This design comes from an exercise in tuning for a short achievable clock period and few clock cycles per item on the open sky130 flow, not from production work. Function was checked by simulation only, so behaviour that the tests miss may differ from the original. No activity file was given, so power comes from the tool's default toggle rates.

==> design/flow/design.v <==
`timescale 1ns/1ps
package cache_pkg;
  localparam int TAG_WIDTH      = 26;
  localparam int INDEX_WIDTH    = 2;
  localparam int OFFSET_WIDTH   = 4;   
  localparam int WORDS_PER_LINE = 4;
  localparam int NUM_SETS       = 4;
  typedef struct packed {
    logic [TAG_WIDTH-1:0]      tag;
    logic [INDEX_WIDTH-1:0]    index;
    logic [OFFSET_WIDTH-3:0]   word_off;
    logic [1:0]                byte_off;
  } cache_addr_fields_t;
  typedef union packed {
    logic [31:0]        raw;
    cache_addr_fields_t f;
  } cache_addr_u;
  typedef struct packed {
    logic        write;
    cache_addr_u addr;
    logic [31:0] wdata;
  } cpu_req_t;
  typedef struct packed {
    logic        write;
    logic [31:0] addr;    
    logic [31:0] wdata;
  } mem_req_t;
endpackage
`timescale 1ns/1ps
package cache_ctrl_pkg;
  typedef struct packed {
    logic write_en;
    logic set_valid;
    logic set_dirty;
    logic strategy_en;   
    logic offset_sel;    
  } set_ctrl_t;
  typedef enum logic [2:0] {
    IDLE,
    COMPARE,
    WRITEBACK,
    REFILL,
    RESPOND
  } ctrl_state_e;
endpackage
`timescale 1ns/1ps
`timescale 1ns/1ps
`timescale 1ns/1ps
`timescale 1ns/1ps
`timescale 1ns/1ps
`timescale 1ns/1ps
module wb_cache (
  input  logic        clk_i,
  input  logic        rst_n_i,
  input  logic        cpu_req_valid_i,
  input  logic        cpu_req_write_i,
  input  logic [31:0] cpu_req_addr_i,
  input  logic [31:0] cpu_req_wdata_i,
  output logic        busy_o,
  output logic        cpu_ready_o,
  output logic [31:0] cpu_rdata_o,
  output logic        mem_req_o,
  output logic        mem_req_write_o,
  output logic [31:0] mem_req_addr_o,
  output logic [31:0] mem_req_wdata_o,
  input  logic        mem_ack_i,
  input  logic [31:0] mem_rdata_i
);
  logic [3:0][1:0][3:0][31:0] data_q;
  logic [3:0][1:0][25:0]      tag_q;
  logic [3:0][1:0]            valid_q;
  logic [3:0][1:0]            dirty_q;
  logic [3:0]                 lru_q;     
  logic [3:0][1:0][3:0]       pend_sel_q;
  logic [31:0] pend_data_q;
  logic        busy_q;              
  logic        wb_q;                
  logic [1:0]  cnt_q;               
  logic [1:0]  idx_q;
  logic [1:0]  word_q;
  logic [25:0] tag_r;
  logic        write_q;
  logic [31:0] wdata_q;
  logic        way_q;
  logic        busy_o_q;
  logic        mem_req_q;
  logic        ready_q;
  logic [31:0] rdata_q;
  logic        mem_write_q;
  logic [31:0] mem_addr_q;
  logic [31:0] mem_wdata_q;
  logic [3:1][31:0] wbuf_q;        
  logic [3:0]       set_vway;
  logic [3:0]       set_vdirty;
  logic [3:0][25:0] set_vtag;
  logic [3:0][3:0][31:0] set_vline;
  always_comb begin
    for (int s = 0; s < 4; s++) begin
      if (!valid_q[s][0])      set_vway[s] = 1'b0;
      else if (!valid_q[s][1]) set_vway[s] = 1'b1;
      else                     set_vway[s] = lru_q[s];
      set_vdirty[s] = valid_q[s][set_vway[s]] && dirty_q[s][set_vway[s]];
      set_vtag[s]   = tag_q[s][set_vway[s]];
      for (int k = 0; k < 4; k++) begin
        set_vline[s][k] = data_q[s][set_vway[s]][k];
      end
    end
  end
  logic [1:0]  in_idx;
  logic [1:0]  in_word;
  logic [25:0] in_tag;
  logic [3:0][1:0] hitl;           
  logic        hit;
  logic        hitw1;               
  logic [1:0][31:0] way_resp;      
  logic        vway;                
  logic        vdirty;
  logic [25:0] vtag;
  logic [3:0][31:0] victim_line;    
  assign in_idx  = cpu_req_addr_i[5:4];
  assign in_word = cpu_req_addr_i[3:2];
  assign in_tag  = cpu_req_addr_i[31:6];
  always_comb begin
    hit   = 1'b0;
    hitw1 = 1'b0;
    for (int s = 0; s < 4; s++) begin
      for (int w = 0; w < 2; w++) begin
        hitl[s][w] = valid_q[s][w] && in_idx == 2'(s) && tag_q[s][w] == in_tag;
        hit        = hit || hitl[s][w];
      end
      hitw1 = hitw1 || hitl[s][1];
    end
    for (int w = 0; w < 2; w++) begin
      if (cpu_req_write_i) begin
        way_resp[w] = cpu_req_wdata_i;
      end else if (pend_sel_q[in_idx][w][in_word]) begin
        way_resp[w] = pend_data_q;
      end else begin
        way_resp[w] = data_q[in_idx][w][in_word];
      end
    end
    vway         = set_vway[in_idx];
    vdirty       = set_vdirty[in_idx];
    vtag         = set_vtag[in_idx];
    for (int k = 0; k < 4; k++) begin
      victim_line[k] = pend_sel_q[in_idx][vway][k] ? pend_data_q : set_vline[in_idx][k];
    end
  end
  logic fill_last;
  logic miss_taken;
  assign fill_last  = !wb_q && cnt_q == 2'd3;
  assign miss_taken = cpu_req_valid_i && !hit;
  always_ff @(posedge clk_i or negedge rst_n_i) begin
    if (!rst_n_i) begin
      busy_q    <= 1'b0;
      busy_o_q  <= 1'b0;
      mem_req_q <= 1'b0;
      ready_q   <= 1'b0;
    end else begin
      busy_q    <= busy_q    ? !(mem_ack_i && fill_last) : miss_taken;
      busy_o_q  <= busy_o_q  ? !(mem_ack_i && fill_last) : miss_taken;
      mem_req_q <= mem_req_q ? !(mem_ack_i && fill_last) : miss_taken;
      ready_q   <= busy_q ? (mem_ack_i && fill_last) : (cpu_req_valid_i && hit);
    end
  end
  always_ff @(posedge clk_i) begin
    if (!busy_q) begin
      idx_q       <= in_idx;
      word_q      <= in_word;
      tag_r       <= in_tag;
      write_q     <= cpu_req_write_i;
      wdata_q     <= cpu_req_wdata_i;
      way_q       <= vway;
      wb_q        <= vdirty;
      cnt_q       <= 2'd0;
      mem_write_q <= vdirty;
      mem_addr_q  <= {vdirty ? vtag : in_tag, in_idx, 4'b0000};
      mem_wdata_q <= victim_line[0];
      for (int k = 1; k < 4; k++) begin
        wbuf_q[k] <= victim_line[k];
      end
      rdata_q     <= hitw1 ? way_resp[1] : way_resp[0];
      pend_data_q <= cpu_req_wdata_i;
    end else if (mem_ack_i) begin
      cnt_q <= cnt_q + 2'd1;
      if (wb_q && cnt_q == 2'd3) begin
        wb_q        <= 1'b0;
        mem_write_q <= 1'b0;
        mem_addr_q  <= {tag_r, idx_q, 4'b0000};
      end else begin
        mem_addr_q[3:2] <= cnt_q + 2'd1;
      end
      mem_wdata_q <= wbuf_q[1];
      wbuf_q[1]   <= wbuf_q[2];
      wbuf_q[2]   <= wbuf_q[3];
      if (!wb_q && cnt_q == word_q && !write_q) begin
        rdata_q <= mem_rdata_i;
      end
      pend_data_q <= (write_q && cnt_q == word_q) ? wdata_q : mem_rdata_i;
    end
  end
  always_ff @(posedge clk_i or negedge rst_n_i) begin
    if (!rst_n_i) begin
      for (int s = 0; s < 4; s++) begin
        for (int w = 0; w < 2; w++) begin
          for (int k = 0; k < 4; k++) begin
            pend_sel_q[s][w][k] <= 1'b0;
          end
        end
      end
    end else begin
      for (int s = 0; s < 4; s++) begin
        for (int w = 0; w < 2; w++) begin
          for (int k = 0; k < 4; k++) begin
            if (!busy_q) begin
              pend_sel_q[s][w][k] <= cpu_req_valid_i && cpu_req_write_i && hitl[s][w] &&
                                     in_word == 2'(k);
            end else begin
              pend_sel_q[s][w][k] <= mem_ack_i && !wb_q && idx_q == 2'(s) && way_q == 1'(w) &&
                                     cnt_q == 2'(k);
            end
          end
        end
      end
    end
  end
  always_ff @(posedge clk_i) begin
    for (int s = 0; s < 4; s++) begin
      for (int w = 0; w < 2; w++) begin
        for (int k = 0; k < 4; k++) begin
          if (pend_sel_q[s][w][k]) begin
            data_q[s][w][k] <= pend_data_q;
          end
        end
        if (busy_q && mem_ack_i && fill_last && idx_q == 2'(s) && way_q == 1'(w)) begin
          tag_q[s][w] <= tag_r;
        end
      end
    end
  end
  always_ff @(posedge clk_i or negedge rst_n_i) begin
    if (!rst_n_i) begin
      for (int s = 0; s < 4; s++) begin
        lru_q[s] <= 1'b0;
        for (int w = 0; w < 2; w++) begin
          valid_q[s][w] <= 1'b0;
          dirty_q[s][w] <= 1'b0;
        end
      end
    end else begin
      for (int s = 0; s < 4; s++) begin
        for (int w = 0; w < 2; w++) begin
          if (!busy_q && cpu_req_valid_i && cpu_req_write_i && hitl[s][w]) begin
            dirty_q[s][w] <= 1'b1;
            lru_q[s]      <= (w == 0);
          end else if (busy_q && mem_ack_i && fill_last && idx_q == 2'(s) && way_q == 1'(w)) begin
            valid_q[s][w] <= 1'b1;
            dirty_q[s][w] <= write_q;
            lru_q[s]      <= (w == 0);
          end
        end
      end
    end
  end
  assign busy_o          = busy_o_q;
  assign cpu_ready_o     = ready_q;
  assign cpu_rdata_o     = rdata_q;
  assign mem_req_o       = mem_req_q;
  assign mem_req_write_o = mem_write_q;
  assign mem_req_addr_o  = mem_addr_q;
  assign mem_req_wdata_o = mem_wdata_q;
endmodule
==> design/flow/flow/run.sh <==
#!/bin/bash
# The standard layout, with the port buffers made from the plain buffer
# family (which timing repair may resize) instead of the default choice.
set -uo pipefail
bash standard.sh "BUFFER_PORTS_ARGS=-buffer_cell sky130_fd_sc_hd__buf_8" finish > standard.log 2>&1
==> design/flow/standard.sh <==
#!/bin/bash
# synth_recipe.tcl (not shown) runs the flow's synth.tcl, then flattens the netlist and writes it again
# the make line also repeats each setting of config.mk as NAME=value (left out here)
make -C /OpenROAD-flow-scripts/flow DESIGN_CONFIG=/design/flow/config.mk WORK_HOME=/design/flow/orfs CLKGATE_MAP_FILE= SYNTH_SCRIPT=/design/flow/synth_recipe.tcl "${@:-finish}"
==> design/flow/config.mk <==
export PLATFORM = sky130hd
export DESIGN_NAME = wb_cache
export DESIGN_NICKNAME = wb_cache
export VERILOG_FILES = /design/flow/design.v
export SDC_FILE = /design/flow/constraint.sdc
export NUM_CORES = 4
export LEC_CHECK = 0
export ABC_CLOCK_PERIOD_IN_PS = 1000
export CAP_MARGIN = 20
export CELL_PAD_IN_SITES_DETAIL_PLACEMENT = 1
export CELL_PAD_IN_SITES_GLOBAL_PLACEMENT = 1
export CORE_MARGIN = 2
export CORE_UTILIZATION = 40
export PLACE_DENSITY = 0.5
export SETUP_SLACK_MARGIN = 5
export SLEW_MARGIN = 20
==> design/flow/constraint.sdc <==
create_clock -name core_clock -period 8.0 [get_ports {clk_i}]
set_input_delay 1.6000 -clock core_clock [delete_from_list [all_inputs] [get_ports {clk_i}]]
set_output_delay 1.6000 -clock core_clock [all_outputs]
set_load 0.01 [all_outputs]
==> impl_results.md, run 1 <==
- Status: finished clean
- Vias post-DR: about 53k
- Critical path, cell by cell: buf_8 -> xor2_2 -> nor4_4 -> nand4_1 -> o22ai_4 -> buf_12 -> buf_16 -> or2_4 -> buf_12 -> buf_12 -> buf_16 -> o21ai_4 -> o31ai_2
- First-pass GRT wire length: 447 mm
- Slew Limit Headroom: 18.4%
- Pint: approximately 18 mW
- # clock sinks: about 1.6k
- Fmax: between 300 and 400 MHz
- Die H: 433 microns
- DIE AREA: between 150000 and 200000 sq um
- Vias in the first global route: 53.2k
- CP max-delay cell: nor4_4
- RSZ-0062 raised after global routing: true
- Async S/R FF share, synth: 3.55%
- Measured slew at the worst slew-check pin: 1.22 ns
- Clock network power share: 30.7%
- Layout area overhead: 27.2%
- Worst EP required: approximately 8.7 ns
- Synthesized area per cell: 13.9 sq um
- Period minus WS final: 3.33 ns
- Setup ws final: 4.67 ns
- Register area share after synthesis: 64.0%
- Flop pwr share: 42.0%
- Final nets: between 5k and 6k
- Vias/cell: 6.42
- Worst Hold Depth: 2
- Iter 0 DRT Violations: between 6k and 7k
- PD cells: 290 nW/um^2
- R2R cell count: 8
- EDFF count, synth: 1517
- CP peak stage delay: 0.42 ns
- Max clock buf depth: 3
- Fin crit share: 41.6%
- Switch share: 33.1%
- I/O pin count: around 200
- Final hold violation count: 0
- Crit Path Class: in -> reg
- Design area: 93500 sq um
- Primary FF master, synth: edfxtp_1
- Largest delay share family, worst path: buffers and inverters
- Hold path startpoint: mem_addr_q[3]
- Num CTS Buffers: 182
- Final setup viols: 0
- Share of cells above drive strength 1: 28.9%
- IO Port Bufs: just under 200
- Dpl ws: 2.18 ns
- Comb power frac: 27.4%
- Post-synthesis register bit count: 1577
- TNS Setup: 0 ns
- Avg WL per Cell: 41.1 microns
- Peak VDD IR: 0.000368 V
- Root Driver: clkbuf_16
- Reg clk slew, reported paths: about 0.060 ns
- CP dominant cell by count: buf_12
- Reg-to-reg slack, setup: 4.80 ns
- Clk Latency, worst-skew pair: 0.86 ns
- Sw power: 8.97 mW
- Crit path DAT: 3.99 ns
- Gr usage total: 34.8%
- Cell Area, Placed: around 80000 sq um
- CTS tree: yes
- Post-Syn Area: 73500 sq um
- Synth Warn #: 1
- Drt total wl: 342 mm
- R2r startpoint: pend_sel_q[7]
- Cell depth of the worst setup path: 13
- Hold-fix buffers, CTS: 0
- H-tree levels: 4
- Startpoint types: input pin
- Largest net degree at the start of global routing: between 90 and 100
- Max_cap viols: 0
- Antenna Nets Post-Route: 0
- Netlist cell types: 54
- Initial core utilization: between 40 and 50%
- Worst-path fanout max: 10
- Core box area: 183000 sq um
- Initial antenna violation count: 16
- Final Max Tran Viols: 0
- Min-delay worst type: reg -> reg
- First-pass DRT Iterations: 6
- Beginning of the critical path: cpu_req_addr_i[29]
- Overflow after GRT: 0
- Buf/Inv on CP: 6
- Leakage power: 33.1 nW
- Crit end category: register
- Hold_ws: 0.497 ns
- Post-DP HPWL: 166 mm
- Drc violations: 0
- Clk_skew: 0.0343 ns
- Syn Inst Count: 5308
- Die Wd: ~430 microns
- Gpl congestion: 0.824
- Std cell rows: around 160
layout make-up:
cell class | count | area, sq um
clock buffer | 229 | 4880
tap | 2464 | 3080
multi-input combinational | 3327 | 28200
sequential | 1577 | 47200
inverter | 10 | 60.1
antenna | 9 | 22.5
fill | 17400 | 89400
clock inverter | 100 | 862
timing repair buffer | 599 | 9140
timing repair inverter | 4 | 30.0
per-layer routing:
layer	wire length, microns	track usage, %	vias to the layer above	part of all wire (%)
met4	18100	15.5	2	5.3
li1	-	-	21300	-
met1	135000	45.6	28700	39
met5	13	0	-	0.0038
met2	163000	56.9	2747	48
met3	26500	5.65	724	7.8
flip-flops by register name, summed over array words and instances (netlist names), 4 cells and up:
register / count
data_q: 1024
dirty_q: 8
lru_q: 4
mem_addr_q: 30
mem_wdata_q: 32
pend_data_q: 32
pend_sel_q: 32
rdata_q: 32
tag_q: 208
tag_r: 26
valid_q: 8
wbuf_q: 96
wdata_q: 32
cell usage in the layout (no fill, tap or decap), types with 19 or more instances in the layout:
master and n:
buf_4 163, o21ai_0 41, nor3_1 33, nor4b_2 22, dfrtp_1 20, buf_6 45
o31ai_2 69, buf_8 216, xor2_1 138, o31ai_1 83, nand4_1 24, a21oi_1 451
nand3_1 48, a22oi_1 64, nor4_2 23, dfrtp_4 33, o22ai_2 24, clkbuf_16 212
buf_16 46, nand2_1 932, and3_1 32, buf_12 87, clkinv_1 37, xnor2_2 19
nor4_4 24, or4_1 33, mux4_2 297, edfxtp_1 1517, mux2_4 32, o22ai_1 100
nor2_1 167, mux2i_1 287, o21ai_4 24, a21oi_2 32, xnor2_1 40, clkbuf_1 39
nor4b_4 74, clkinv_2 32
worst min-delay path: stages (launching register included):
cell and delay (ns):
dfxtp_1 0.32, nand2b_1 0.07, a21oi_1 0.05
through the flow:
| stage | utilization (%) | instances | total power, mW |
|---|---|---|---|
| finish | 51.1 | 8319 | 27.1 |
| global route | 51.1 | 8310 | 27.9 |
| CTS | 49.3 | 8193 | 26.6 |
| detailed placement | 43.9 | 7695 | 17.8 |
| global placement | 43.9 | 7694 | 17.7 |
| floorplan | - | 5309 | 14.8 |
kinds of logic after synthesis:
kind of cell	after synthesis	share of synthesized area, %
AOI/OAI and AO/OA	947	7.70
xor gates and xnor gates	211	2.51
other	1	0.00510
muxes	621	13.6
buffers and inverters	417	2.62
and+or+nand+nor	1530	9.48
DFF	1577	64.0
adders and majority gates	4	0.0681
synth_stat cells, types with 32 or more instances:
cell type,count,area share [%]
edfxtp_1,1517,62
nand2_1,941,4.8
a21oi_1,489,3.3
mux4_2,298,9.1
mux2i_1,289,3.9
clkbuf_1,217,1.1
nor2_1,188,0.96
xor2_1,152,1.8
o31ai_1,127,1.3
o22ai_1,126,1.1
buf_2,110,0.75
nor4b_1,96,1.1
o21ai_0,77,0.52
a22oi_1,64,0.65
nor4_1,61,0.52
nand3_1,59,0.40
xnor2_1,59,0.70
dfrtp_1,56,1.9
nor3_1,44,0.30
buf_1,42,0.21
or4_1,36,0.37
and3_1,32,0.27
power groups by stage:
stage	registers, mW	clock network (mW)	logic, mW
detailed placement	11.7	0	6.10
global route	11.4	8.68	7.74
CTS	11.5	8.37	6.69
global placement	11.7	0	6.04
floorplan	11.6	0	3.20
finish	11.4	8.31	7.41
final timing paths:
kind	end
min	mem_addr_q[3]
min in group asynchronous	ready_q
max reg2reg	rdata_q[9]
max	rdata_q[22]
min reg2reg	mem_addr_q[3]
max in group asynchronous	pend_sel_q[7]
what timing repair did:
item / 4_1_cts / 5_1_grt
endpoints found under the setup margin: 514 / 389
gates resized for setup: 332 / 303
cloned: 49 / 33
setup buffers: 120 / 71
pin swaps: 61 / 72
Testbench counts, summed over its fixed seeds: cycles 28,047, accesses 3,200.
==> inputs of run 2 (changes only) <==
--- a/design/flow/design.v
+++ b/design/flow/design.v
@@ -89,7 +89,9 @@
   logic        mem_write_q;
   logic [31:0] mem_addr_q;
   logic [31:0] mem_wdata_q;
-  logic [3:1][31:0] wbuf_q;        
+  logic [3:0][31:0] wline_q;       
+  logic [25:0] vtag_q;              
+  logic [31:0] rword_q;             
   logic [3:0]       set_vway;
   logic [3:0]       set_vdirty;
   logic [3:0][25:0] set_vtag;
@@ -102,7 +104,7 @@
       set_vdirty[s] = valid_q[s][set_vway[s]] && dirty_q[s][set_vway[s]];
       set_vtag[s]   = tag_q[s][set_vway[s]];
       for (int k = 0; k < 4; k++) begin
-        set_vline[s][k] = data_q[s][set_vway[s]][k];
+        set_vline[s][k] = pend_sel_q[s][set_vway[s]][k] ? pend_data_q : data_q[s][set_vway[s]][k];
       end
     end
   end
@@ -142,9 +144,7 @@
     vway         = set_vway[in_idx];
     vdirty       = set_vdirty[in_idx];
     vtag         = set_vtag[in_idx];
-    for (int k = 0; k < 4; k++) begin
-      victim_line[k] = pend_sel_q[in_idx][vway][k] ? pend_data_q : set_vline[in_idx][k];
-    end
+    victim_line  = set_vline[in_idx];
   end
   logic fill_last;
   logic miss_taken;
@@ -168,35 +168,54 @@
       idx_q       <= in_idx;
       word_q      <= in_word;
       tag_r       <= in_tag;
+      vtag_q      <= vtag;
       write_q     <= cpu_req_write_i;
       wdata_q     <= cpu_req_wdata_i;
       way_q       <= vway;
       wb_q        <= vdirty;
       cnt_q       <= 2'd0;
-      mem_write_q <= vdirty;
-      mem_addr_q  <= {vdirty ? vtag : in_tag, in_idx, 4'b0000};
-      mem_wdata_q <= victim_line[0];
-      for (int k = 1; k < 4; k++) begin
-        wbuf_q[k] <= victim_line[k];
-      end
-      rdata_q     <= hitw1 ? way_resp[1] : way_resp[0];
+      wline_q     <= victim_line;
       pend_data_q <= cpu_req_wdata_i;
     end else if (mem_ack_i) begin
       cnt_q <= cnt_q + 2'd1;
       if (wb_q && cnt_q == 2'd3) begin
-        wb_q        <= 1'b0;
-        mem_write_q <= 1'b0;
-        mem_addr_q  <= {tag_r, idx_q, 4'b0000};
+        wb_q <= 1'b0;
+      end
+      if (!wb_q && cnt_q == word_q) begin
+        rword_q <= mem_rdata_i;
+      end
+      pend_data_q <= (write_q && cnt_q == word_q) ? wdata_q : mem_rdata_i;
+    end
+  end
+  logic       wb_next;
+  logic [1:0] cnt_next;
+  always_comb begin
+    wb_next  = wb_q;
+    cnt_next = cnt_q;
+    if (mem_ack_i) begin
+      cnt_next = cnt_q + 2'd1;
+      if (cnt_q == 2'd3) begin
+        wb_next = 1'b0;
+      end
+    end
+  end
+  always_ff @(posedge clk_i) begin
+    if (!busy_q) begin
+      mem_write_q <= vdirty;
+      mem_addr_q  <= {vdirty ? vtag : in_tag, in_idx, 4'b0000};
+      mem_wdata_q <= victim_line[0];
+      rdata_q     <= hitw1 ? way_resp[1] : way_resp[0];
+    end else begin
+      mem_write_q <= wb_next;
+      mem_addr_q  <= {wb_next ? vtag_q : tag_r, idx_q, cnt_next, 2'b00};
+      mem_wdata_q <= wline_q[cnt_next];
+      if (write_q) begin
+        rdata_q <= wdata_q;
+      end else if (mem_ack_i && !wb_q && cnt_q == word_q) begin
+        rdata_q <= mem_rdata_i;
       end else begin
-        mem_addr_q[3:2] <= cnt_q + 2'd1;
-      end
-      mem_wdata_q <= wbuf_q[1];
-      wbuf_q[1]   <= wbuf_q[2];
-      wbuf_q[2]   <= wbuf_q[3];
-      if (!wb_q && cnt_q == word_q && !write_q) begin
-        rdata_q <= mem_rdata_i;
-      end
-      pend_data_q <= (write_q && cnt_q == word_q) ? wdata_q : mem_rdata_i;
+        rdata_q <= rword_q;
+      end
     end
   end
   always_ff @(posedge clk_i or negedge rst_n_i) begin
==> impl_results.md, run 2 <==
- Worst-path fanout max: 10 (unchanged)
- Post-Syn Area: 80300 sq um (was 73500 sq um)
- Die H: 452 microns (was 433 microns)
- Gr usage total: 36.5% (was 34.8%)
- Most frequent cells after synthesis: edfxtp_1 (1515), nand2_1 (1349), nor2_1 (573), a21oi_1 (394), clkbuf_1 (371) (was edfxtp_1 (1517), nand2_1 (941), a21oi_1 (489), mux4_2 (298), mux2i_1 (289))
- First-pass GRT wire length: 512 mm (was 447 mm)
- Clk Latency, worst-skew pair: 0.87 ns (was 0.86 ns)
- Primary FF master, synth: edfxtp_1 (unchanged)
- Fmax: 299 MHz (was 300 MHz)
- H-tree levels: 4 (unchanged)
- Period minus WS final: 3.34 ns (was 3.33 ns)
- Fin crit share: 41.8% (was 41.6%)
- Reg clk slew, reported paths: 0.06 ns (about the same)
- IO Port Bufs: 196 (unchanged)
- Most frequent cells in the layout: edfxtp_1 (1515), nand2_1 (1343), nor2_1 (569) (was edfxtp_1 (1517), nand2_1 (932), a21oi_1 (451))
- Post-DP HPWL: 211 mm (was 166 mm)
- Peak VDD IR: 0.000228 V (was 0.000368 V)
- Most common cell in the netlist: edfxtp_1 (unchanged)
- Reg-to-reg slack, setup: 4.82 ns (was 4.80 ns)
- Worst r2r dst: rdata_q[8] (was rdata_q[9])
- R2R cell count: 9 (was 8)
- Measured slew at the worst slew-check pin: 1.23 ns (was 1.22 ns)
- CP max-delay cell: or4bb_1 (was nor4_4)
- Largest net degree at the start of global routing: 155 (was 92)
- Netlist cell types: 61 (was 54)
- Final nets: 6627 (was 5806)
- Crit path DAT: 4.09 ns (was 3.99 ns)
- Max_cap viols: 0 (unchanged)
- Cell Count, Final, Fillers Out: 9356 (was 8319)
- Drt total wl: 380 mm (was 342 mm)
- CTS tree: yes (unchanged)
- Root Driver: clkbuf_16 (unchanged)
- Worst EP required: 8.75 ns (was 8.66 ns)
- Cell depth of the worst setup path: 10 (was 13)
- First-pass DRT Iterations: 6 (unchanged)
- Largest delay share family, worst path: simple AND/OR/NAND/NOR gates (was buffers and inverters)
- Num CTS Buffers: 193 (was 182)
- I/O pin count: 201 (unchanged)
- Clk_skew: 0.0380 ns (was 0.0343 ns)
- DIE AREA: 204000 sq um (was 187000 sq um)
- Share of cells above drive strength 1: 22.9% (was 28.9%)
- Commonest non-fill, non-tap cell in the layout: edfxtp_1 (unchanged)
- Async S/R FF share, synth: 3.36% (was 3.55%)
- Die Wd: 452 microns (was 433 microns)
- Min-delay worst type: reg -> reg (unchanged)
- RSZ-0062 raised after global routing: true (unchanged)
- Syn Inst Count: 6409 (was 5308)
- Biggest regs: data_q: 1024 flops, tag_q: 208 flops, wline_q: 128 flops (was data_q: 1024 flops, tag_q: 208 flops, wbuf_q: 96 flops)
- Layout area overhead: 19.5% (was 27.2%)
- Final Max Tran Viols: 0 (unchanged)
- Hold_ws: 0.493 ns (was 0.497 ns)
- Leakage power: 33.1 nW (about the same)
- # clock sinks: 1666 (was 1577)
- Register area share after synthesis: 60.7% (was 64.0%)
- Initial core utilization: 40.2% (about the same)
- PD cells: 295 nW/um^2 (was 290 nW/um^2)
- EDFF count, synth: 1515 (was 1517)
- Vias/cell: 6.45 (was 6.42)
- Overflow after GRT: 0 (unchanged)
- Vias post-DR: 60.4k (was 53.4k)
- Worst setup endpoint: rdata_q[8] (was rdata_q[22])
- Max reg flops: 1024 (unchanged)
- Largest area contributor in the netlist: edfxtp_1 (unchanged)
- Crit Path Class: in -> reg (unchanged)
- Slew Limit Headroom: 17.9% (was 18.4%)
- Beginning of the critical path: cpu_req_addr_i[13] (was cpu_req_addr_i[29])
- Crit end category: register (unchanged)
- Antenna Nets Post-Route: 0 (unchanged)
- Initial antenna violation count: 17 (was 16)
- Drc violations: 0 (unchanged)
- Iter 0 DRT Violations: 8236 (was 6580)
- Critical path, cell by cell: buf_8 -> xnor2_1 -> nand2_1 -> or4bb_1 -> o22ai_2 -> or3_4 -> buf_12 -> buf_16 -> a21oi_4 -> o41ai_2 (was buf_8 -> xor2_2 -> nor4_4 -> nand4_1 -> o22ai_4 -> buf_12 -> buf_16 -> or2_4 -> buf_12 -> buf_12 -> buf_16 -> o21ai_4 -> o31ai_2)
- Final setup viols: 0 (unchanged)
- Vias in the first global route: 59.1k (was 53.2k)
- Synth Warn #: 1 (unchanged)
- Status: finished clean (unchanged)
- Gpl congestion: 0.873 (was 0.824)
- Std cell rows: 164 (was 157)
- Synth area leaders: edfxtp_1 (57%), mux4_2 (10%), nand2_1 (6.3%), nor2_1 (2.7%), a31oi_1 (2.5%) (was edfxtp_1 (62%), mux4_2 (9.1%), nand2_1 (4.8%), mux2i_1 (3.9%), a21oi_1 (3.3%))
- Startpoint types: input pin (unchanged)
- Placed insts: 8850 (was 7695)
- TNS Setup: 0 ns (unchanged)
- Core box area: 200000 sq um (was 183000 sq um)
- R2r startpoint: pend_sel_q[16] (was pend_sel_q[7])
- Post-synthesis register bit count: 1666 (was 1577)
- Max clock buf depth: 3 (unchanged)
- CP peak stage delay: 0.54 ns (was 0.42 ns)
- Final core utilization: 48.1% (was 51.1%)
- Buf/Inv on CP: 3 (was 6)
- Final hold violation count: 0 (unchanged)
- Synthesized area per cell: 12.5 sq um (was 13.9 sq um)
- Top cell type's share of synthesized area: 56.6% (was 62.0%)
- Biggest register: data_q (unchanged)
- Avg WL per Cell: 40.6 microns (was 41.1 microns)
-- run 2: report_power, final --
part | internal [mW] | leakage [nW] | switching [mW]
combinational | 2.49 | 14.9 | 4.99
sequential | 11.2 | 15.2 | 0.738
clock | 5.04 | 3.06 | 3.83
total | 18.7 | 33.1 | 9.56
-- run 2: tightest hold or removal path, stage by stage, from the launching register on --
cell     delay [ns]
dfrtp_1        0.34
mux2i_1        0.07
nand2_1        0.05
-- run 2: repair_timing --
item                                    in CTS  in global routing
endpoints found under the setup margin     434                230
cloned                                      38                  3
hold buffers                                 0                  0
buffers inserted                            60                 32
gates resized for setup                    305                 64
pin swaps                                   19                 11
-- run 2: how the worst min path moves through the flow --
stage,startpoint,endpoint,slack (ns),cells after the start
final,dirty_q[0],dirty_q[0],0.49,2
after global routing,dirty_q[6],dirty_q[6],0.52,2
after CTS,dirty_q[0],dirty_q[0],0.49,2
after detailed placement,dirty_q[0],dirty_q[0],0.48,2
after global placement,dirty_q[0],dirty_q[0],0.47,2
after floorplan,dirty_q[0],dirty_q[0],0.45,2
-- run 2: cells by family after synthesis --
| group | after synthesis | synth area share, % |
|---|---|---|
| AND/OR/NAND/NOR | 2174 | 10.9 |
| multiplexers | 537 | 12.5 |
| AO/OA/AOI/OAI | 1224 | 10.2 |
| other | 1 | 0.00467 |
| adder cells (fa/ha/maj) | 4 | 0.0623 |
| flip-flops | 1666 | 60.7 |
| XOR/XNOR | 211 | 2.30 |
| buffers and inverters | 592 | 3.25 |
-- run 2: layer usage --
| metal | GRT usage, % | routed length, microns | up-vias |
|---|---|---|---|
| met4 | 17.1 | 20600 | 14 |
| met1 | 50.0 | 154000 | 31900 |
| li1 | - | - | 24500 |
| met3 | 6.98 | 34300 | 761 |
| met5 | 0 | 99 | - |
| met2 | 56.2 | 171000 | 3161 |
-- run 2: area by class of cell --
| class | count | area [sq um] |
|---|---|---|
| Timing Repair Buffer | 487 | 6850 |
| Clock buffer | 263 | 5450 |
| Multi-Input combinational cell | 4158 | 30400 |
| Inverter | 13 | 76.3 |
| Sequential cell | 1666 | 49100 |
| Clock inverter | 100 | 737 |
| Fill cell | 19900 | 104000 |
| Timing Repair inverter | 3 | 22.5 |
| Tap cell | 2656 | 3320 |
| Antenna cell | 10 | 25.0 |
-- run 2: metrics by stage --
step | worst slack, ns | power [mW] | cell area (sq um)
6_report | 4.66 | 28.3 | 96000
5_1_grt | 4.70 | 29.0 | 96000
4_1_cts | 4.84 | 28.2 | 95200
3_5_place_dp | 2.71 | 19.0 | 86100
3_3_place_gp | 2.79 | 18.9 | 86100
2_1_floorplan | 4.32 | 15.0 | 80900
Testbench counts of run 2, summed over its fixed seeds: cycles 28,047, accesses 3,200.
==> inputs of run 3 (changes only) <==
--- a/design/flow/design.v
+++ b/design/flow/design.v
@@ -73,6 +73,10 @@
   logic [3:0]                 lru_q;     
   logic [3:0][1:0][3:0]       pend_sel_q;
   logic [31:0] pend_data_q;
+  logic        pend_v_q;
+  logic [1:0]  pend_idx_q;
+  logic        pend_way_q;
+  logic [1:0]  pend_word_q;
   logic        busy_q;              
   logic        wb_q;                
   logic [1:0]  cnt_q;               
@@ -135,7 +139,7 @@
     for (int w = 0; w < 2; w++) begin
       if (cpu_req_write_i) begin
         way_resp[w] = cpu_req_wdata_i;
-      end else if (pend_sel_q[in_idx][w][in_word]) begin
+      end else if (pend_v_q && pend_way_q == 1'(w) && pend_idx_q == in_idx && pend_word_q == in_word) begin
         way_resp[w] = pend_data_q;
       end else begin
         way_resp[w] = data_q[in_idx][w][in_word];
@@ -243,6 +247,26 @@
       end
     end
   end
+  always_ff @(posedge clk_i or negedge rst_n_i) begin
+    if (!rst_n_i) begin
+      pend_v_q <= 1'b0;
+    end else if (!busy_q) begin
+      pend_v_q <= cpu_req_valid_i && cpu_req_write_i && hit;
+    end else begin
+      pend_v_q <= mem_ack_i && !wb_q;
+    end
+  end
+  always_ff @(posedge clk_i) begin
+    if (!busy_q) begin
+      pend_idx_q  <= in_idx;
+      pend_way_q  <= hitw1;
+      pend_word_q <= in_word;
+    end else begin
+      pend_idx_q  <= idx_q;
+      pend_way_q  <= way_q;
+      pend_word_q <= cnt_q;
+    end
+  end
   always_ff @(posedge clk_i) begin
     for (int s = 0; s < 4; s++) begin
       for (int w = 0; w < 2; w++) begin
==> impl_results.md, run 3 <==
- Synth Warn #: 1 (unchanged)
- Async S/R FF share, synth: 3.41% (was 3.36%)
- Simple-gate portion of the synthesized area: 11.3% (was 10.9%)
- Worst EP required: 8.76 ns (was 8.75 ns)
- Post-synthesis register bit count: 1670 (was 1666)
- Most frequent cells after synthesis: edfxtp_1 (1515), nand2_1 (1413), nor2_1 (606), clkbuf_1 (341), a21oi_1 (332) (was edfxtp_1 (1515), nand2_1 (1349), nor2_1 (573), a21oi_1 (394), clkbuf_1 (371))
- Share of cells above drive strength 1: 21.6% (was 22.9%)
- Num CTS Buffers: 190 (was 193)
- Netlist cell types: 69 (was 61)
- Slew Limit Headroom: 16.8% (was 17.9%)
- Most frequent cells in the layout: edfxtp_1 (1515), nand2_1 (1398), nor2_1 (601) (was edfxtp_1 (1515), nand2_1 (1343), nor2_1 (569))
- Peak VDD IR: 0.000186 V (was 0.000228 V)
- Dpl ws: 2.72 ns (was 2.71 ns)
- Layout area overhead: 19.9% (was 19.5%)
- Max clock buf depth: 3 (unchanged)
- TNS Setup: 0 ns (unchanged)
- Vias in the first global route: 59.1k (about the same)
- Vias post-DR: 60.9k (was 60.4k)
- Top cell type's share of synthesized area: 56.8% (was 56.6%)
- Antenna Nets Post-Route: 0 (unchanged)
- Drc violations: 0 (unchanged)
- DIE AREA: 204000 sq um (about the same)
- Crit end category: register (unchanged)
- Flop pwr share: 40.8% (was 42.2%)
- Power Total: 28.0 mW (was 28.3 mW)
- Biggest register: data_q (unchanged)
- H-tree levels: 4 (unchanged)
- Fmax: 304 MHz (was 299 MHz)
- Leakage power: 33.2 nW (was 33.1 nW)
- Crit path DAT: 4.06 ns (was 4.09 ns)
- Startpoint types: input pin (unchanged)
- Clk_skew: 0.0205 ns (was 0.0380 ns)
- Max_cap viols: 0 (unchanged)
- Crit Path Class: in -> reg (unchanged)
- Synthesized area per cell: 12.3 sq um (was 12.5 sq um)
- Biggest regs: data_q: 1024 flops, tag_q: 208 flops, wline_q: 128 flops (unchanged)
- Final setup viols: 0 (unchanged)
- Initial antenna violation count: 15 (was 17)
- Drt total wl: 379 mm (was 380 mm)
- Avg WL per Cell: 40.1 microns (was 40.6 microns)
- Fin crit share: 41.2% (was 41.8%)
- Pint: 18.7 mW (about the same)
- Max reg flops: 1024 (unchanged)
- Reg clk slew, reported paths: 0.06 ns (about the same)
- Overflow after GRT: 0 (unchanged)
- IO Port Bufs: 196 (unchanged)
- Vias/cell: 6.46 (was 6.45)
- Reg-to-reg slack, setup: 5.01 ns (was 4.82 ns)
- First-pass GRT wire length: 508 mm (was 512 mm)
- Most common cell in the netlist: edfxtp_1 (unchanged)
- CTS tree: yes (unchanged)
- Clk Latency, worst-skew pair: 0.86 ns (was 0.87 ns)
- Initial core utilization: 40.2% (about the same)
- Commonest non-fill, non-tap cell in the layout: edfxtp_1 (unchanged)
- Synth area leaders: edfxtp_1 (57%), mux4_2 (9.0%), nand2_1 (6.6%), nor2_1 (2.8%), a31oi_1 (2.5%) (was edfxtp_1 (57%), mux4_2 (10%), nand2_1 (6.3%), nor2_1 (2.7%), a31oi_1 (2.5%))
- Period minus WS final: 3.29 ns (was 3.34 ns)
- EDFF count, synth: 1515 (unchanged)
- Iter 0 DRT Violations: 8775 (was 8236)
- Root Driver: clkbuf_16 (unchanged)
- Measured slew at the worst slew-check pin: 1.25 ns (was 1.23 ns)
- Syn Inst Count: 6498 (was 6409)
- Combinational family with the most area after synthesis: multiplexers (unchanged)
- Post-Syn Area: 80100 sq um (was 80300 sq um)
- Die Wd: 451 microns (was 452 microns)
- Complex-gate fraction of the synthesized area: 10.4% (was 10.2%)
- Min-delay worst type: reg -> reg (unchanged)
- Std cell rows: 164 (unchanged)
- Status: finished clean (unchanged)
- Clock network power share: 32.0% (was 31.3%)
- Worst-path fanout max: 10 (unchanged)
- Post-synthesis mux area share: 11.5% (was 12.5%)
- I/O pin count: 201 (unchanged)
- Adder-cell share of the synthesized area: 0.0625% (was 0.0623%)
- Register area share after synthesis: 61.0% (was 60.7%)
- First-pass DRT Iterations: 6 (unchanged)
- PD cells: 292 nW/um^2 (was 295 nW/um^2)
- Primary FF master, synth: edfxtp_1 (unchanged)
- Final Max Tran Viols: 0 (unchanged)
- Final hold violation count: 0 (unchanged)
- Largest net degree at the start of global routing: 104 (was 155)
- Switch share: 33.3% (was 33.8%)
- Xor-xnor portion of the synthesized cell area: 2.35% (was 2.30%)
- Hold_ws: 0.508 ns (was 0.493 ns)
- # clock sinks: 1670 (was 1666)
- RSZ-0062 raised after global routing: true (unchanged)
- Core box area: 199000 sq um (was 200000 sq um)
- Final nets: 6714 (was 6627)
- Setup ws final: 4.71 ns (was 4.66 ns)
- Post-DP HPWL: 215 mm (was 211 mm)
- Largest area contributor in the netlist: edfxtp_1 (unchanged)
- Final core utilization: 48.2% (was 48.1%)
- Gr usage total: 36.4% (was 36.5%)
- Sw power: 9.33 mW (was 9.56 mW)
- Die H: 451 microns (was 452 microns)
- Comb power frac: 27.2% (was 26.5%)
- Gpl congestion: 0.925 (was 0.873)
[run 3: cell types whose count changed after synthesis, moves of 33 or more]
cell     previous run  this run
a21oi_1           394       332
a22o_1             33         0
a22oi_1             0       128
and3_1             64         4
inv_1              11        46
mux4_2            362       321
nand2_1          1349      1413
nor2_1            573       606
xnor2_1            33        68
[run 3: worst max-delay path: stages]
cell and delay, ns:
buf_8 0.13, xnor2_1 0.52, nand4_1 0.24, nor4_2 0.27, nand4_1 0.21, o2111ai_4 0.21, buf_12 0.19, mux2_4 0.42
a211oi_2 0.23
[run 3: cells by family after synthesis]
| kind of cell | count (synthesis) |
|---|---|
| muxes | 500 |
| xor gates and xnor gates | 215 |
| and+or+nand+nor | 2244 |
| DFF | 1670 |
| AOI/OAI and AO/OA | 1247 |
| buffers and inverters | 617 |
| other | 1 |
| adders and majority gates | 4 |
[run 3: final timing paths]
check,end,from,cells past startpoint
setup / recovery,rdata_q[30],cpu_req_addr_i[17],9
hold / removal,dirty_q[2],dirty_q[2],2
setup reg to reg,mem_wdata_q[31],valid_q[4],7
min in group asynchronous,valid_q[4],rst_n_i,1
hold reg to reg,dirty_q[2],dirty_q[2],2
max in group asynchronous,busy_q,rst_n_i,1
[run 3: power by group through the flow]
stage | logic, mW | registers (mW) | clock network (mW)
2_1_floorplan | 3.32 | 11.6 | 0
4_1_cts | 7.43 | 11.4 | 9.05
6_report | 7.63 | 11.4 | 8.97
3_5_place_dp | 7.01 | 11.6 | 0
3_3_place_gp | 6.94 | 11.6 | 0
5_1_grt | 7.95 | 11.5 | 9.36
[run 3: repair_timing]
item / 4_1_cts / 5_1_grt
hold buffers: 0 / 0
setup endpoints to repair: 592 / 319
resized for setup: 264 / 118
gates cloned: 38 / 7
setup buffers: 56 / 18
pin swaps: 46 / 12
[run 3: layout make-up]
type / instances / area, sq um
fill: 20000 / 103000
sequential: 1670 / 49100
multi-input combinational: 4222 / 30400
timing repair buffer: 471 / 6750
clock buffer: 263 / 5440
tap: 2656 / 3320
clock inverter: 93 / 822
inverter: 50 / 221
timing repair inverter: 4 / 30.0
antenna: 6 / 15.0
[run 3: layer usage]
metal,GRT usage [%],share of wire (%),vias to the layer above
met5,0,0.013,-
met1,53.8,43,32200
met2,52.1,42,3435
li1,-,-,24700
met4,10.4,3.2,8
met3,9.91,12,578
[run 3: through the flow]
stage | instances | instance area, sq um
floorplan | 6499 | 80300
global placement | 8951 | 85800
detailed placement | 8954 | 85900
CTS | 9404 | 94900
global route | 9430 | 96000
finish | 9435 | 96000
Testbench counts of run 3, summed over its fixed seeds: cycles 28,047, accesses 3,200.
==> inputs of run 4 (changes only) <==
--- a/design/flow/design.v
+++ b/design/flow/design.v
@@ -73,10 +73,6 @@
   logic [3:0]                 lru_q;     
   logic [3:0][1:0][3:0]       pend_sel_q;
   logic [31:0] pend_data_q;
-  logic        pend_v_q;
-  logic [1:0]  pend_idx_q;
-  logic        pend_way_q;
-  logic [1:0]  pend_word_q;
   logic        busy_q;              
   logic        wb_q;                
   logic [1:0]  cnt_q;               
@@ -89,6 +85,8 @@
   logic        busy_o_q;
   logic        mem_req_q;
   logic        ready_q;
+  logic        rhit_q;              
+  logic        rway_q;              
   logic [31:0] rdata_q;
   logic        mem_write_q;
   logic [31:0] mem_addr_q;
@@ -118,7 +116,6 @@
   logic [3:0][1:0] hitl;           
   logic        hit;
   logic        hitw1;               
-  logic [1:0][31:0] way_resp;      
   logic        vway;                
   logic        vdirty;
   logic [25:0] vtag;
@@ -136,15 +133,6 @@
       end
       hitw1 = hitw1 || hitl[s][1];
     end
-    for (int w = 0; w < 2; w++) begin
-      if (cpu_req_write_i) begin
-        way_resp[w] = cpu_req_wdata_i;
-      end else if (pend_v_q && pend_way_q == 1'(w) && pend_idx_q == in_idx && pend_word_q == in_word) begin
-        way_resp[w] = pend_data_q;
-      end else begin
-        way_resp[w] = data_q[in_idx][w][in_word];
-      end
-    end
     vway         = set_vway[in_idx];
     vdirty       = set_vdirty[in_idx];
     vtag         = set_vtag[in_idx];
@@ -160,11 +148,16 @@
       busy_o_q  <= 1'b0;
       mem_req_q <= 1'b0;
       ready_q   <= 1'b0;
+      rhit_q    <= 1'b0;
     end else begin
-      busy_q    <= busy_q    ? !(mem_ack_i && fill_last) : miss_taken;
-      busy_o_q  <= busy_o_q  ? !(mem_ack_i && fill_last) : miss_taken;
-      mem_req_q <= mem_req_q ? !(mem_ack_i && fill_last) : miss_taken;
-      ready_q   <= busy_q ? (mem_ack_i && fill_last) : (cpu_req_valid_i && hit);
+      busy_q    <= busy_q    ? !(rhit_q || (mem_ack_i && fill_last)) :
+                               cpu_req_valid_i && !(hit && cpu_req_write_i);
+      busy_o_q  <= busy_o_q  ? !(rhit_q || (mem_ack_i && fill_last)) :
+                               cpu_req_valid_i && !(hit && cpu_req_write_i);
+      mem_req_q <= mem_req_q ? !(mem_ack_i && fill_last) : !busy_q && miss_taken;
+      ready_q   <= busy_q ? (rhit_q || (mem_ack_i && fill_last)) :
+                            (cpu_req_valid_i && hit && cpu_req_write_i);
+      rhit_q    <= !busy_q && cpu_req_valid_i && hit && !cpu_req_write_i;
     end
   end
   always_ff @(posedge clk_i) begin
@@ -176,6 +169,7 @@
       write_q     <= cpu_req_write_i;
       wdata_q     <= cpu_req_wdata_i;
       way_q       <= vway;
+      rway_q      <= hitw1;
       wb_q        <= vdirty;
       cnt_q       <= 2'd0;
       wline_q     <= victim_line;
@@ -208,12 +202,14 @@
       mem_write_q <= vdirty;
       mem_addr_q  <= {vdirty ? vtag : in_tag, in_idx, 4'b0000};
       mem_wdata_q <= victim_line[0];
-      rdata_q     <= hitw1 ? way_resp[1] : way_resp[0];
+      rdata_q     <= cpu_req_wdata_i;
     end else begin
       mem_write_q <= wb_next;
       mem_addr_q  <= {wb_next ? vtag_q : tag_r, idx_q, cnt_next, 2'b00};
       mem_wdata_q <= wline_q[cnt_next];
-      if (write_q) begin
+      if (rhit_q) begin
+        rdata_q <= data_q[idx_q][rway_q][word_q];
+      end else if (write_q) begin
         rdata_q <= wdata_q;
       end else if (mem_ack_i && !wb_q && cnt_q == word_q) begin
         rdata_q <= mem_rdata_i;
@@ -247,26 +243,6 @@
       end
     end
   end
-  always_ff @(posedge clk_i or negedge rst_n_i) begin
-    if (!rst_n_i) begin
-      pend_v_q <= 1'b0;
-    end else if (!busy_q) begin
-      pend_v_q <= cpu_req_valid_i && cpu_req_write_i && hit;
-    end else begin
-      pend_v_q <= mem_ack_i && !wb_q;
-    end
-  end
-  always_ff @(posedge clk_i) begin
-    if (!busy_q) begin
-      pend_idx_q  <= in_idx;
-      pend_way_q  <= hitw1;
-      pend_word_q <= in_word;
-    end else begin
-      pend_idx_q  <= idx_q;
-      pend_way_q  <= way_q;
-      pend_word_q <= cnt_q;
-    end
-  end
   always_ff @(posedge clk_i) begin
     for (int s = 0; s < 4; s++) begin
       for (int w = 0; w < 2; w++) begin
==> impl_results.md, run 4 <==
- Status: finished clean (unchanged)
- Die Wd: 450 microns (was 451 microns)
- Final nets: 6527 (was 6714)
- Largest net degree at the start of global routing: 117 (was 104)
- # fillers: 19.9k (was 20.0k)
- Post-Syn Area: 79600 sq um (was 80100 sq um)
- CP max-delay cell: buf_6 (was xnor2_1)
- Cell Area, Placed: 85500 sq um (was 85900 sq um)
- Netlist cell types: 54 (was 69)
- Final setup viols: 0 (unchanged)
- Pint: 18.8 mW (was 18.7 mW)
- R2r startpoint: valid_q[5] (was valid_q[4])
- Most common cell in the netlist: edfxtp_1 (unchanged)
- EDFF count, synth: 1516 (was 1515)
- Drt total wl: 342 mm (was 379 mm)
- Iter 0 DRT Violations: 7596 (was 8775)
- Clock network power share: 30.6% (was 32.0%)
- Share of cells above drive strength 1: 20.2% (was 21.6%)
- Primary FF master, synth: edfxtp_1 (unchanged)
- IO Port Bufs: 196 (unchanged)
- Flop pwr share: 42.3% (was 40.8%)
- Vias/cell: 6.28 (was 6.46)
- Layout area overhead: 17.6% (was 19.9%)
- Core box area: 197000 sq um (was 199000 sq um)
- Design area: 93500 sq um (was 96000 sq um)
- Most frequent cells in the layout: edfxtp_1 (1516), nand2_1 (1303), nor2_1 (597) (was edfxtp_1 (1515), nand2_1 (1398), nor2_1 (601))
- Std cell rows: 163 (was 164)
- Avg WL per Cell: 37.1 microns (was 40.1 microns)
- Comb power frac: 27.0% (was 27.2%)
- Overflow after GRT: 0 (unchanged)
- Hold path startpoint: dirty_q[0] (was dirty_q[2])
- Fmax: 327 MHz (was 304 MHz)
- Crit end category: register (unchanged)
- Synth Warn #: 1 (unchanged)
- PD cells: 298 nW/um^2 (was 292 nW/um^2)
- Antenna Nets Post-Route: 0 (unchanged)
- # clock sinks: 1668 (was 1670)
- Worst r2r dst: wline_q[93] (was mem_wdata_q[31])
- Gr usage total: 32.9% (was 36.4%)
- Gpl congestion: 0.848 (was 0.925)
- Sw power: 9.10 mW (was 9.33 mW)
- RSZ-0062 raised after global routing: true (unchanged)
- Hold Crit Endpoint: dirty_q[0] (was dirty_q[2])
- Max reg flops: 1024 (unchanged)
- Startpoint types: register (was input pin)
- Root Driver: clkbuf_16 (unchanged)
- Drc violations: 0 (unchanged)
- Final core utilization: 47.4% (was 48.2%)
- First-pass GRT wire length: 467 mm (was 508 mm)
- Leakage power: 32.0 nW (was 33.2 nW)
- Synthesized area per cell: 12.5 sq um (was 12.3 sq um)
- Fin crit share: 38.2% (was 41.2%)
- CP peak stage delay: 0.51 ns (was 0.52 ns)
- Post-synthesis register bit count: 1668 (was 1670)
- Top cell type's share of synthesized area: 57.2% (was 56.8%)
- CTS tree: yes (unchanged)
- Clk Latency, worst-skew pair: 0.85 ns (was 0.86 ns)
- Vias post-DR: 58.0k (was 60.9k)
- Crit path DAT: 3.63 ns (was 4.06 ns)
- Post-DP HPWL: 186 mm (was 215 mm)
- First-pass DRT Iterations: 5 (was 6)
- Biggest register: data_q (unchanged)
- Largest area contributor in the netlist: edfxtp_1 (unchanged)
- Crit Path Class: reg -> reg (was in -> reg)
- Synth area leaders: edfxtp_1 (57%), mux4_2 (9.1%), nand2_1 (6.2%), nor2_1 (2.8%), a31oi_1 (2.5%) (was edfxtp_1 (57%), mux4_2 (9.0%), nand2_1 (6.6%), nor2_1 (2.8%), a31oi_1 (2.5%))
- Placed insts: 8781 (was 8954)
- R2R cell count: 7 (unchanged)
- Commonest non-fill, non-tap cell in the layout: edfxtp_1 (unchanged)
- Min-delay worst type: reg -> reg (unchanged)
- Syn Inst Count: 6346 (was 6498)
- Initial antenna violation count: 22 (was 15)
- Max_cap viols: 0 (unchanged)
- Peak VDD IR: 0.000216 V (was 0.000186 V)
- Worst Hold Depth: 2 (unchanged)
- Slew Limit Headroom: 19.4% (was 16.8%)
- Reg-to-reg slack, setup: 4.95 ns (was 5.01 ns)
- Worst EP required: 8.57 ns (was 8.76 ns)
- Async S/R FF share, synth: 3.42% (was 3.41%)
- Critical path, cell by cell: inv_2 -> o21a_4 -> mux2i_4 -> buf_6 -> a31oi_1 -> a211oi_1 -> a21oi_1 (was buf_8 -> xnor2_1 -> nand4_1 -> nor4_2 -> nand4_1 -> o2111ai_4 -> buf_12 -> mux2_4 -> a211oi_2)
- Max clock buf depth: 3 (unchanged)
- Clk_skew: 0.0284 ns (was 0.0205 ns)
- Period minus WS final: 3.05 ns (was 3.29 ns)
- Biggest regs: data_q: 1024 flops, tag_q: 208 flops, wline_q: 128 flops (unchanged)
- I/O pin count: 201 (unchanged)
- TNS Setup: 0 ns (unchanged)
- Buf/Inv on CP: 2 (unchanged)
- Final Max Tran Viols: 0 (unchanged)
- Reg clk slew, reported paths: 0.06 ns (about the same)
- Largest delay share family, worst path: compound AO/OA/AOI/OAI gates (was simple AND/OR/NAND/NOR gates)
- Most frequent cells after synthesis: edfxtp_1 (1516), nand2_1 (1309), nor2_1 (599), clkbuf_1 (373), a21oi_1 (332) (was edfxtp_1 (1515), nand2_1 (1413), nor2_1 (606), clkbuf_1 (341), a21oi_1 (332))
- Initial core utilization: 40.3% (was 40.2%)
- Cell Count, Final, Fillers Out: 9226 (was 9435)
- Die H: 450 microns (was 451 microns)
- Switch share: 32.6% (was 33.3%)
- Num CTS Buffers: 187 (was 190)
- Worst-path fanout max: 42 (was 10)
- Measured slew at the worst slew-check pin: 1.21 ns (was 1.25 ns)
- Vias in the first global route: 57.1k (was 59.1k)
- Final hold violation count: 0 (unchanged)
- Register area share after synthesis: 61.4% (was 61.0%)
- DIE AREA: 202000 sq um (was 204000 sq um)
- H-tree levels: 4 (unchanged)
- Hold-fix buffers, CTS: 0 (unchanged)
run 4: cell count changes in the layout (fill, tap and decap cells not counted), sizes merged, moves of 37 or more:
cell	delta
nand3	-39
nand2	-104
mux2	+62
mux2i	+97
a22oi	-127
o21ai	+37
run 4: cell type report:
class                           instances  area (sq um)  area share (%)
Inverter                               13          83.8          0.0896
Clock buffer                          285          5420            5.79
Clock inverter                         64           489           0.523
Tap cell                             2640          3300            3.53
Sequential cell                      1668         49000            52.4
Timing Repair Buffer                  429          5850            6.26
Timing Repair inverter                  2          15.0          0.0161
Multi-Input combinational cell       4121         29300            31.4
Antenna cell                            4          10.0          0.0107
run 4: timing repair:
item,CTS,global route
pin swaps,13,11
setup endpoints to repair,505,187
gates resized for setup,189,44
buffers inserted,49,12
cloned,22,9
run 4: worst max-delay path by stage:
stage,from,to,slack [ns],cells after the start
6_report,valid_q[5],wline_q[93],4.95,7
3_5_place_dp,cpu_req_addr_i[4],mem_addr_q[30],3.28,9
2_1_floorplan,cpu_req_addr_i[5],busy_q,4.75,9
5_1_grt,mem_req_q,mem_req_o,4.93,1
4_1_cts,mem_req_q,mem_req_o,4.92,1
3_3_place_gp,cpu_req_addr_i[4],mem_addr_q[30],3.29,9
run 4: power groups by stage:
stage | Sequential, mW | Combinational (mW) | Clock (mW)
final | 11.8 | 7.55 | 8.55
after global routing | 11.9 | 7.93 | 8.98
after floorplan | 12.0 | 3.59 | 0
after detailed placement | 12.0 | 7.08 | 0
after global placement | 11.9 | 7.02 | 0
after CTS | 11.8 | 7.43 | 8.65
run 4: worst reg2reg max path, cell delays in order (launching register included):
cell      delay, ns
dfrtp_1        0.43
inv_2          0.24
o21a_4         0.34
mux2i_4        0.43
buf_6          0.52
a31oi_1        0.30
a211oi_1       0.46
a21oi_1        0.08
run 4: metrics by stage:
step | total power, mW | setup WS (ns) | hold WS [ns]
finish | 27.9 | 4.95 | 0.501
global route | 28.8 | 4.93 | 0.545
CTS | 27.9 | 4.92 | 0.498
detailed placement | 19.0 | 3.28 | 0.480
global placement | 19.0 | 3.29 | 0.469
floorplan | 15.6 | 4.75 | 0.438
run 4: layer usage:
layer / share of wire [%] / vias up / wire length, microns / GRT usage, %
li1: - / 24100 / - / -
met1: 43 / 30500 / 146000 / 47.3
met2: 45 / 2869 / 155000 / 51.1
met3: 8.9 / 549 / 30300 / 6.02
met4: 3.2 / 8 / 10900 / 9.23
met5: 0.017 / - / 59 / 0
run 4: cells by family (layout without fill, tap and decap cells):
group	Yosys count	count (layout)	synth area share [%]
adders and majority gates	4	4	0.0629
DFF	1668	1668	61.4
AOI/OAI and AO/OA	1150	1155	9.22
xor gates and xnor gates	211	211	2.32
and+or+nand+nor	2083	2087	10.4
other	1	6	0.00471
buffers and inverters	569	793	2.95
muxes	660	662	13.7
Testbench counts of run 4, summed over its fixed seeds: cycles 29,057, accesses 3,200.
==> inputs of run 5 (changes only) <==
--- a/design/flow/design.v
+++ b/design/flow/design.v
@@ -73,6 +73,10 @@
   logic [3:0]                 lru_q;     
   logic [3:0][1:0][3:0]       pend_sel_q;
   logic [31:0] pend_data_q;
+  logic        pend_v_q;
+  logic [1:0]  pend_idx_q;
+  logic        pend_way_q;
+  logic [1:0]  pend_word_q;
   logic        busy_q;              
   logic        wb_q;                
   logic [1:0]  cnt_q;               
@@ -98,6 +102,28 @@
   logic [3:0]       set_vdirty;
   logic [3:0][25:0] set_vtag;
   logic [3:0][3:0][31:0] set_vline;
+  logic [3:0] set_quick;           
+  logic [3:0] set_qconst;          
+  logic [3:0] set_qway;            
+  logic [3:0] set_qbit;            
+  logic [3:0] set_qval;            
+  logic [3:0][3:0] set_qtab;       
+  always_comb begin
+    for (int s = 0; s < 4; s++) begin
+      set_qconst[s] = !(valid_q[s][0] && valid_q[s][1]);
+      set_qway[s]   = valid_q[s][1] && !valid_q[s][0];
+      set_qbit[s]   = tag_q[s][0][0] == tag_q[s][1][0];
+      set_qval[s]   = set_qbit[s] ? tag_q[s][1][1] : tag_q[s][1][0];
+      set_quick[s]  = set_qconst[s] || tag_q[s][0][1:0] != tag_q[s][1][1:0];
+      for (int v = 0; v < 4; v++) begin
+        if (set_qconst[s]) begin
+          set_qtab[s][v] = set_qway[s];
+        end else begin
+          set_qtab[s][v] = (set_qbit[s] ? v[1] : v[0]) == set_qval[s];
+        end
+      end
+    end
+  end
   always_comb begin
     for (int s = 0; s < 4; s++) begin
       if (!valid_q[s][0])      set_vway[s] = 1'b0;
@@ -116,6 +142,9 @@
   logic [3:0][1:0] hitl;           
   logic        hit;
   logic        hitw1;               
+  logic        quick;               
+  logic        qway;                
+  logic [1:0][31:0] way_resp;      
   logic        vway;                
   logic        vdirty;
   logic [25:0] vtag;
@@ -133,6 +162,18 @@
       end
       hitw1 = hitw1 || hitl[s][1];
     end
+    quick = set_quick[in_idx];
+    qway  = set_qtab[in_idx][in_tag[1:0]];
+    for (int w = 0; w < 2; w++) begin
+      if (cpu_req_write_i) begin
+        way_resp[w] = cpu_req_wdata_i;
+      end else if (pend_v_q && pend_way_q == 1'(w) && pend_idx_q == in_idx &&
+                   pend_word_q == in_word) begin
+        way_resp[w] = pend_data_q;
+      end else begin
+        way_resp[w] = data_q[in_idx][w][in_word];
+      end
+    end
     vway         = set_vway[in_idx];
     vdirty       = set_vdirty[in_idx];
     vtag         = set_vtag[in_idx];
@@ -151,13 +192,13 @@
       rhit_q    <= 1'b0;
     end else begin
       busy_q    <= busy_q    ? !(rhit_q || (mem_ack_i && fill_last)) :
-                               cpu_req_valid_i && !(hit && cpu_req_write_i);
+                               cpu_req_valid_i && !(hit && (cpu_req_write_i || quick));
       busy_o_q  <= busy_o_q  ? !(rhit_q || (mem_ack_i && fill_last)) :
-                               cpu_req_valid_i && !(hit && cpu_req_write_i);
+                               cpu_req_valid_i && !(hit && (cpu_req_write_i || quick));
       mem_req_q <= mem_req_q ? !(mem_ack_i && fill_last) : !busy_q && miss_taken;
       ready_q   <= busy_q ? (rhit_q || (mem_ack_i && fill_last)) :
-                            (cpu_req_valid_i && hit && cpu_req_write_i);
-      rhit_q    <= !busy_q && cpu_req_valid_i && hit && !cpu_req_write_i;
+                            (cpu_req_valid_i && hit && (cpu_req_write_i || quick));
+      rhit_q    <= !busy_q && cpu_req_valid_i && hit && !cpu_req_write_i && !quick;
     end
   end
   always_ff @(posedge clk_i) begin
@@ -202,7 +243,7 @@
       mem_write_q <= vdirty;
       mem_addr_q  <= {vdirty ? vtag : in_tag, in_idx, 4'b0000};
       mem_wdata_q <= victim_line[0];
-      rdata_q     <= cpu_req_wdata_i;
+      rdata_q     <= qway ? way_resp[1] : way_resp[0];
     end else begin
       mem_write_q <= wb_next;
       mem_addr_q  <= {wb_next ? vtag_q : tag_r, idx_q, cnt_next, 2'b00};
@@ -243,6 +284,26 @@
       end
     end
   end
+  always_ff @(posedge clk_i or negedge rst_n_i) begin
+    if (!rst_n_i) begin
+      pend_v_q <= 1'b0;
+    end else if (!busy_q) begin
+      pend_v_q <= cpu_req_valid_i && cpu_req_write_i && hit;
+    end else begin
+      pend_v_q <= mem_ack_i && !wb_q;
+    end
+  end
+  always_ff @(posedge clk_i) begin
+    if (!busy_q) begin
+      pend_idx_q  <= in_idx;
+      pend_way_q  <= hitw1;
+      pend_word_q <= in_word;
+    end else begin
+      pend_idx_q  <= idx_q;
+      pend_way_q  <= way_q;
+      pend_word_q <= cnt_q;
+    end
+  end
   always_ff @(posedge clk_i) begin
     for (int s = 0; s < 4; s++) begin
       for (int w = 0; w < 2; w++) begin
==> impl_results.md, run 5 <==
- Max clock buf depth: 3 (unchanged)
- Share of cells above drive strength 1: 29.7% (was 20.2%)
- Worst r2r dst: rdata_q[16] (was wline_q[93])
- Overflow after GRT: 0 (unchanged)
- Layout area overhead: 19.0% (was 17.6%)
- Design area: 105000 sq um (was 93500 sq um)
- Most frequent cells after synthesis: edfxtp_1 (1516), mux2i_1 (823), mux4_2 (747), a21oi_1 (581), nor2_1 (570) (was edfxtp_1 (1516), nand2_1 (1309), nor2_1 (599), clkbuf_1 (373), a21oi_1 (332))
- Hold-fix buffers, CTS: 0 (unchanged)
- Synthesized area per cell: 14.9 sq um (was 12.5 sq um)
- Beginning of the critical path: idx_q[1] (was valid_q[5])
- First-pass DRT Iterations: 5 (unchanged)
- Top cell type's share of synthesized area: 51.3% (was 57.2%)
- Final Max Tran Viols: 0 (unchanged)
- R2R cell count: 7 (unchanged)
- Vias/cell: 6.56 (was 6.28)
- Clock network power share: 29.8% (was 30.6%)
- Biggest regs: data_q: 1024 flops, tag_q: 208 flops, wline_q: 128 flops (unchanged)
- CP peak stage delay: 0.57 ns (was 0.51 ns)
- Reg-to-reg slack, setup: 4.95 ns (about the same)
- Hold path startpoint: pend_data_q[9] (was dirty_q[0])
- Drc violations: 0 (unchanged)
- Largest area contributor in the netlist: edfxtp_1 (unchanged)
- Antenna Nets Post-Route: 0 (unchanged)
- Sw power: 10.1 mW (was 9.10 mW)
- Period minus WS final: 3.05 ns (about the same)
- Gpl congestion: 0.826 (was 0.848)
- Slew Limit Headroom: 19.8% (was 19.4%)
- Max_cap viols: 0 (unchanged)
- I/O pin count: 201 (unchanged)
- Status: finished clean (unchanged)
- Iter 0 DRT Violations: 7746 (was 7596)
- Max reg flops: 1024 (unchanged)
- Num CTS Buffers: 194 (was 187)
- Final hold violation count: 0 (unchanged)
- Commonest non-fill, non-tap cell in the layout: edfxtp_1 (unchanged)
- CP max-delay cell: nand2b_4 (was buf_6)
- H-tree levels: 4 (unchanged)
- RSZ-0062 raised after global routing: true (unchanged)
- Comb power frac: 30.7% (was 27.0%)
- Synth area leaders: edfxtp_1 (51%), mux4_2 (19%), mux2i_1 (9.3%), a21oi_1 (3.3%), nor2_1 (2.4%) (was edfxtp_1 (57%), mux4_2 (9.1%), nand2_1 (6.2%), nor2_1 (2.8%), a31oi_1 (2.5%))
- Setup ws final: 4.95 ns (about the same)
- Worst-path fanout max: 24 (was 42)
- Peak VDD IR: 0.000217 V (was 0.000216 V)
- Critical path, cell by cell: buf_4 -> nand2b_4 -> buf_6 -> o21ai_0 -> nor3_2 -> o22a_1 -> o21ai_0 (was inv_2 -> o21a_4 -> mux2i_4 -> buf_6 -> a31oi_1 -> a211oi_1 -> a21oi_1)
- Std cell rows: 172 (was 163)
- Vias in the first global route: 61.7k (was 57.1k)
- Core box area: 220000 sq um (was 197000 sq um)
- Biggest register: data_q (unchanged)
- Cell Area, Placed: 95200 sq um (was 85500 sq um)
- Register area share after synthesis: 55.2% (was 61.4%)
- Die H: 475 microns (was 450 microns)
- Pint: 20.4 mW (was 18.8 mW)
- IO Port Bufs: 196 (unchanged)
- Root Driver: clkbuf_16 (unchanged)
- Largest net degree at the start of global routing: 119 (was 117)
- Final core utilization: 47.9% (was 47.4%)
- Crit path DAT: 3.78 ns (was 3.63 ns)
- Primary FF master, synth: edfxtp_1 (unchanged)
- Vias post-DR: 60.9k (was 58.0k)
- CP dominant cell by count: o21ai_0
- Final nets: 6263 (was 6527)
- Drt total wl: 394 mm (was 342 mm)
- EDFF count, synth: 1516 (unchanged)
- Reg clk slew, reported paths: 0.06 ns (about the same)
- Die Wd: 475 microns (was 450 microns)
- TNS Setup: 0 ns (unchanged)
- Cell Count, Final, Fillers Out: 9290 (was 9226)
- Startpoint types: register (unchanged)
- Power Total: 30.6 mW (was 27.9 mW)
- Dpl ws: 2.68 ns (was 3.28 ns)
- Measured slew at the worst slew-check pin: 1.20 ns (was 1.21 ns)
-- run 5: changes by cell type in the layout (fill, tap and decap cells not counted), sizes merged, moves of 29 or more --
cell	before	now
a31oi	320	33
mux2	130	96
a22oi	1	30
mux2i	211	828
nor2	599	570
mux4	321	747
nand2	1309	132
o2bb2ai	32	1
a311oi	192	10
buf	410	508
a211oi	96	0
inv	14	52
o22ai	36	65
a21oi	332	582
-- run 5: power groups by stage --
stage / registers [mW] / logic, mW / clock network (mW)
3_5_place_dp: 12.2 / 8.56 / 0
6_report: 12.1 / 9.39 / 9.11
3_3_place_gp: 12.2 / 8.51 / 0
2_1_floorplan: 12.4 / 4.46 / 0
5_1_grt: 12.2 / 9.73 / 9.51
4_1_cts: 12.1 / 9.13 / 9.23
-- run 5: critical path, delay by kind of cell (launching register included) --
family	cells	cell delay, ns
buffers and inverters	2	0.95
and+or+nand+nor	2	0.99
AOI/OAI and AO/OA	3	0.54
DFF	1	0.35
-- run 5: kinds of logic after synthesis --
| logic type | synth area share, % |
|---|---|
| muxes | 29.6 |
| adders and majority gates | 0.0565 |
| xor gates and xnor gates | 2.19 |
| other | 0.00423 |
| buffers and inverters | 2.89 |
| and+or+nand+nor | 4.31 |
| AOI/OAI and AO/OA | 5.75 |
| DFF | 55.2 |
-- run 5: how the worst max path moves through the flow --
stage / to / slack [ns]
floorplan: rdata_q[8] / 4.62
global placement: rdata_q[18] / 2.62
detailed placement: rdata_q[18] / 2.68
CTS: mem_req_addr_o[2] / 4.91
global route: mem_req_addr_o[2] / 4.93
finish: rdata_q[16] / 4.95
-- run 5: layout make-up --
| class | count | area [sq um] | area share, % |
|---|---|---|---|
| diodes | 5 | 12.5 | 0.0119 |
| clock buffers | 272 | 5410 | 5.13 |
| clock inverters | 93 | 992 | 0.941 |
| inverters | 46 | 196 | 0.186 |
| multi-input cells | 3697 | 38100 | 36.1 |
| flip-flops and latches | 1672 | 49100 | 46.6 |
| well taps | 2958 | 3700 | 3.51 |
| repair buffers | 546 | 7920 | 7.51 |
| repair inverters | 1 | 8.76 | 0.00831 |
-- run 5: repair_timing --
item                       4_1_cts  5_1_grt
pin swaps                       16       16
gates resized for setup        263       64
setup endpoints to repair      358      144
gates cloned                    41        8
buffers inserted                63       49
-- run 5: per-layer routing --
layer | part of all wire (%) | wire [microns] | up-vias | track usage [%]
met2 | 46 | 183000 | 3075 | 54.5
met1 | 42 | 164000 | 33000 | 48.2
li1 | - | - | 24200 | -
met3 | 7.6 | 30000 | 680 | 4.95
met4 | 4.3 | 16800 | 8 | 12.9
met5 | 0.013 | 51 | - | 0
Testbench counts of run 5, summed over its fixed seeds: cycles 28,155, accesses 3,200.

[re-timing with driven ports]
No port has a modelled driver above. Below, the same layouts with a new extraction and two added sets of constraints. Step 1 sets driving cells, clkbuf_16 on the clock port and buf_2 on the other inputs (assumed; they add their load-dependent delay and slew). Step 2, shift: input delay + t, output delay - t, t = (earliest + latest rising clock arrival at the registers) / 2. This alone moves slack from input paths to output paths. Three values: ideal ports, drivers, drivers and shift; two values: the first two.
| run | t (ns) | setup slack, ns |
|---|---|---|
| run 1 | 0.936 | 4.672 / 4.463 / 3.526 |
| run 2 | 0.948 | 4.658 / 4.478 / 3.530 |
| run 3 | 0.933 | 4.707 / 4.513 / 3.579 |
| run 4 | 0.920 | 4.946 / 4.761 / 3.840 |
| run 5 | 0.956 | 4.951 / 4.794 / 3.838 |
After both steps every run listed still meets setup and hold.
